This is an optimization exercise on Yosys and OpenROAD, whose aim is small area, not a production implementation.
In this exercise RTL edits were held to simulation tests only and were not proved equivalent to the original.

==> v39 <==
Design radial_height_stamp_top, start of the top module:
module radial_height_stamp_top (
  input  logic                              clk,
  input  logic                              rst,
  input  logic                              start,
  output logic                              busy,
  input  logic [rhs_pkg::COL_W-1:0]         vertex_column,
  input  logic [rhs_pkg::COL_W-1:0]         vertex_row,
  input  logic signed [rhs_pkg::HGT_W-1:0]  current_height,
  output logic                              done,
  output logic signed [rhs_pkg::HGT_W-1:0]  new_height,
  output logic                              changed,
  input  logic                              wr_en,
  input  logic [rhs_pkg::IDX_W-1:0]         wr_index,
  input  logic [rhs_pkg::CFG_W-1:0]         wr_data
);
Settings: LEC_CHECK=0, ABC_AREA=1, CAP_MARGIN=20, CORE_MARGIN=2, CORE_UTILIZATION=55, CTS_CLUSTER_DIAMETER=100, CTS_CLUSTER_SIZE=20, SLEW_MARGIN=20; clock period 10.0 ns.
run.sh (not shown) runs the stock make flow with config.mk's settings and CLKGATE_MAP_FILE= SYNTH_SCRIPT=/design/flow/synth_recipe.tcl, a recipe that flattens the netlist after the stock synthesis.
==> v2: changes against v39 <==
--- a/flow/design.v
+++ b/flow/design.v
@@ -755,32 +755,32 @@
   wire sq_w664 = sq_w516 ^ sq_w630;
   wire sq_w665 = sq_w517 ^ sq_w578;
   assign y = {sq_w665, sq_w664, sq_w663, sq_w662, sq_w661, sq_w660, sq_w659, sq_w658, sq_w657, sq_w656, sq_w655, sq_w654, sq_w653, sq_w652, sq_w651, sq_w650, sq_w649, sq_w648, sq_w647, sq_w646, sq_w645, sq_w644, sq_w643, sq_w642, sq_w641, sq_w640, sq_w639, sq_w638, sq_w637, sq_w636, sq_w635, sq_w634, sq_w485};
 endmodule
 module rhs_divstep (
   input  logic [15:0] rem_in,
   input  logic        bit_in,
-  input  logic [16:0] nr,
+  input  logic [15:0] r,
   output logic [15:0] rem_out,
   output logic        q
 );
   logic [16:0] part;
-  logic [17:0] sum;
+  logic [17:0] diff;
   assign part    = {rem_in, bit_in};
-  assign sum     = {1'b0, part} + {1'b0, nr};
-  assign q       = sum[17];
-  assign rem_out = q ? sum[15:0] : part[15:0];
+  assign diff    = {1'b0, part} - {2'b00, r};
+  assign q       = !diff[17];
+  assign rem_out = q ? diff[15:0] : part[15:0];
 endmodule
 module rhs_root (
   input  logic                         clk,
   input  logic                         rst,
   input  logic                         in_vld,
   input  logic [rhs_pkg::PL_W-1:0]     pl_in,
   input  logic [31:0]                  rad,
-  input  logic [16:0]                  nr,
+  input  logic [15:0]                  r,
   output logic                         out_vld,
   output logic [rhs_pkg::PL_W-1:0]     pl_out,
   output logic [15:0]                  t,
   output logic                         fz
 );
   localparam int unsigned N = 33;
   localparam logic [N-1:0] CUT = rhs_pkg::ROOT_CUT;
@@ -837,25 +837,25 @@
     end
     if (k < 16) begin : g_dwait
       assign drem_n = drem_s[k];
       assign q_n    = q_s[k];
       assign lt_n   = lt_s[k];
       assign eq_n   = eq_s[k];
     end else if (k == 16) begin : g_dfirst
-      logic [17:0] sum0;
-      assign sum0   = {2'b00, rt_s[k][15:0]} + {1'b0, nr};
-      assign lt_n   = !sum0[17];
-      assign eq_n   = (sum0[16:0] == '0);
+      logic [16:0] diff0;
+      assign diff0  = {1'b0, rt_s[k][15:0]} - {1'b0, r};
+      assign lt_n   = diff0[16];
+      assign eq_n   = (diff0[15:0] == '0);
       assign drem_n = rt_s[k][15:0];
       assign q_n    = '0;
     end else begin : g_dbit
       rhs_divstep u_step (
         .rem_in  (drem_s[k]),
         .bit_in  (rt_s[k][0]),
-        .nr      (nr),
+        .r       (r),
         .rem_out (drem_n),
         .q       (q_n[0])
       );
       assign q_n[15:1] = q_s[k][14:0];
       assign lt_n      = lt_s[k];
       assign eq_n      = eq_s[k];
     end
@@ -3082,18 +3082,19 @@
   input  logic                              wr_en,
   input  logic [rhs_pkg::IDX_W-1:0]         wr_index,
   input  logic [rhs_pkg::CFG_W-1:0]         wr_data
 );
   logic [rhs_pkg::MODE_W-1:0]       cfg_mode;
   logic [rhs_pkg::POS_W-1:0]        cfg_ccol;
   logic [rhs_pkg::POS_W-1:0]        cfg_crow;
-  logic [rhs_pkg::RAD_W:0]          cfg_nrad;
+  logic [rhs_pkg::RAD_W-1:0]        cfg_radius;
   logic [rhs_pkg::STR_W-1:0]        cfg_strength;
   logic signed [rhs_pkg::HGT_W-1:0] cfg_cheight;
   logic [rhs_pkg::SIDE_W-1:0]       cfg_side;
+  logic [rhs_pkg::RAD_W-1:0]        r_eff;
   logic                      accept;
   logic                      f_vld, d_vld, l_vld;
   logic [rhs_pkg::PL_W-1:0]  f_pl, d_pl, l_pl;
   logic [31:0]               f_d2;
   logic [15:0]               d_t;
   logic                      d_fz;
   logic [16:0]               l_f;
@@ -3108,32 +3109,33 @@
   end
   assign accept = start && !busy;
   always_ff @(posedge clk) begin
     if (rst) begin
       cfg_mode     <= '0;
       cfg_ccol     <= '0;
       cfg_crow     <= '0;
-      cfg_nrad     <= 17'h20000 - 17'(rhs_pkg::RADIUS_RESET);
+      cfg_radius   <= rhs_pkg::RADIUS_RESET;
       cfg_strength <= '0;
       cfg_cheight  <= '0;
       cfg_side     <= rhs_pkg::SIDE_RESET;
     end else if (wr_en) begin
       case (wr_index)
         3'd0: cfg_mode     <= wr_data[rhs_pkg::MODE_W-1:0];
         3'd1: cfg_ccol     <= wr_data[rhs_pkg::POS_W-1:0];
         3'd2: cfg_crow     <= wr_data[rhs_pkg::POS_W-1:0];
-        3'd3: cfg_nrad     <= (wr_data[rhs_pkg::RAD_W-1:0] == '0) ? 17'h1ffff
-                                                                  : 17'h20000 - {1'b0, wr_data[rhs_pkg::RAD_W-1:0]};
+        3'd3: cfg_radius   <= (wr_data[rhs_pkg::RAD_W-1:0] == '0) ? rhs_pkg::RAD_W'(1)
+                                                                  : wr_data[rhs_pkg::RAD_W-1:0];
         3'd4: cfg_strength <= wr_data[rhs_pkg::STR_W-1:0];
         3'd5: cfg_cheight  <= wr_data[rhs_pkg::HGT_W-1:0];
         3'd6: cfg_side     <= wr_data[rhs_pkg::SIDE_W-1:0];
         default: ;
       endcase
     end
   end
+  assign r_eff = cfg_radius;
   rhs_front u_front (
     .clk     (clk),
     .rst     (rst),
     .in_vld  (accept),
     .col     (vertex_column),
     .row     (vertex_row),
     .cur     (current_height),
@@ -3146,15 +3148,15 @@
   );
   rhs_root u_root (
     .clk     (clk),
     .rst     (rst),
     .in_vld  (f_vld),
     .pl_in   (f_pl),
     .rad     (f_d2),
-    .nr      (cfg_nrad),
+    .r       (r_eff),
     .out_vld (d_vld),
     .pl_out  (d_pl),
     .t       (d_t),
     .fz      (d_fz)
   );
   rhs_falloff u_falloff (
     .clk     (clk),
Settings changed: CORE_UTILIZATION 55 to 40, CTS_CLUSTER_DIAMETER 100 to default, CTS_CLUSTER_SIZE 20 to default.
==> qor summary <==
| item | v39 | v2 |
|---|---|---|
| Result of the run | complete, no violations | complete, no violations |
| Synth Area in Compound Gates | 0.155 | 0.154 |
| Global routing met2 resource utilization | 0.539 | 0.346 |
| Well tap count | 2385 | 3348 |
| Routed wire length on met3 | 13800 µm | 11200 µm |
| Yosys Warn Count | 513 | 511 |
| Via count | 86367 | 82780 |
| Required @ worst endpoint | 10.61 ns | 10.64 ns |
| Min-delay src | u_root.pl_s[18][24] | u_root.pl_s[3][14] |
| Core occupancy in the finished layout | 0.595 | 0.439 |
| End of the critical path | u_root.rem_s[14][2] | u_root.rem_s[18][4] |
| Number of violations reported at the end of detailed-routing iteration 0 | 5794 | 4886 |
| Cell type of the slowest stage on the worst timing path | dfxtp_2 | dfxtp_1 |
| Post-CTS resize count | 1 | 0 |
| Proportion of cell area spent on the clock network | 0.0221 | 0.0371 |
| Mean area per synthesized cell | 7.70 µm² | 7.72 µm² |
| Count of inserted antenna diode cells | 14 | 3 |
| Reg-to-reg endpoint | u_root.rem_s[14][2] | u_root.rem_s[18][4] |
| Worst Clk Skew | 0.0650 ns | 0.0696 ns |
| Yosys top cell area share | 0.210 | 0.210 |
| Number of placement rows | 157 | 184 |

==> 07-15 <==
RTL: one of the versions met above, not the one the previous note started from.
==> flow/config.mk <==
export PLATFORM = sky130hd
export DESIGN_NAME = radial_height_stamp_top
export DESIGN_NICKNAME = radial_height_stamp_top
export VERILOG_FILES = /design/flow/design.v
export SDC_FILE = /design/flow/constraint.sdc
export NUM_CORES = 4
export LEC_CHECK = 0
export ABC_AREA = 1
export CAP_MARGIN = 20
export CORE_MARGIN = 2
export CORE_UTILIZATION = 65
export CTS_CLUSTER_DIAMETER = 200
export CTS_CLUSTER_SIZE = 20
export PLACE_DENSITY = 0.72
export SLEW_MARGIN = 20
==> flow/constraint.sdc <==
create_clock -name core_clock -period 10.0 [get_ports {clk}]
set_input_delay 2.0000 -clock core_clock [delete_from_list [all_inputs] [get_ports {clk}]]
set_output_delay 2.0000 -clock core_clock [all_outputs]
set_load 0.01 [all_outputs]
==> 10-03 (differences from 07-15) <==
CORE_UTILIZATION = 55   (was 65)
PLACE_DENSITY = default   (was 0.72)
==> notes.md <==
07-15 completed with no timing, DRC or antenna violations. 10-03 finished with timing, DRC and antenna clean.
Against 10-03, the register-to-register slack of 07-15 is lower by 0.03 ns.
Count of clock-buffer cells in the layout is the same in 10-03 and 07-15.
In 10-03 the first-iteration DRC count is lower than in 07-15, by 21%.
Against 07-15, the global-route usage of 10-03 is lower by 4.8 points.

[port drivers added, routing unchanged]
The results above use ideal ports. As a check the final layouts listed here were re-extracted and re-timed, cells and wires unchanged. Step 1 assumes that a clkbuf_16 drives the clock port and a buf_2 every other input. Step 2 moves the port delays by t, midway between the first and last clock arrival at a register: inputs arrive t later, outputs are due t later. That takes back most of the time a late clock gives input paths. Slacks: no drivers / after step 1 / after step 2; pairs: no drivers / after step 1.
run	t (ns)	setup WS [ns]	slew at the worst register clock pin (ns)
v39	0.807	0.651 / 0.651 / 0.651	0.09 / 0.09
v2	0.829	0.761 / 0.761 / 0.761	0.07 / 0.07
07-15	0.802	0.614 / 0.614 / 0.614	0.11 / 0.11
10-03	0.837	0.643 / 0.643 / 0.643	0.12 / 0.12
After both steps every run listed still meets setup and hold.
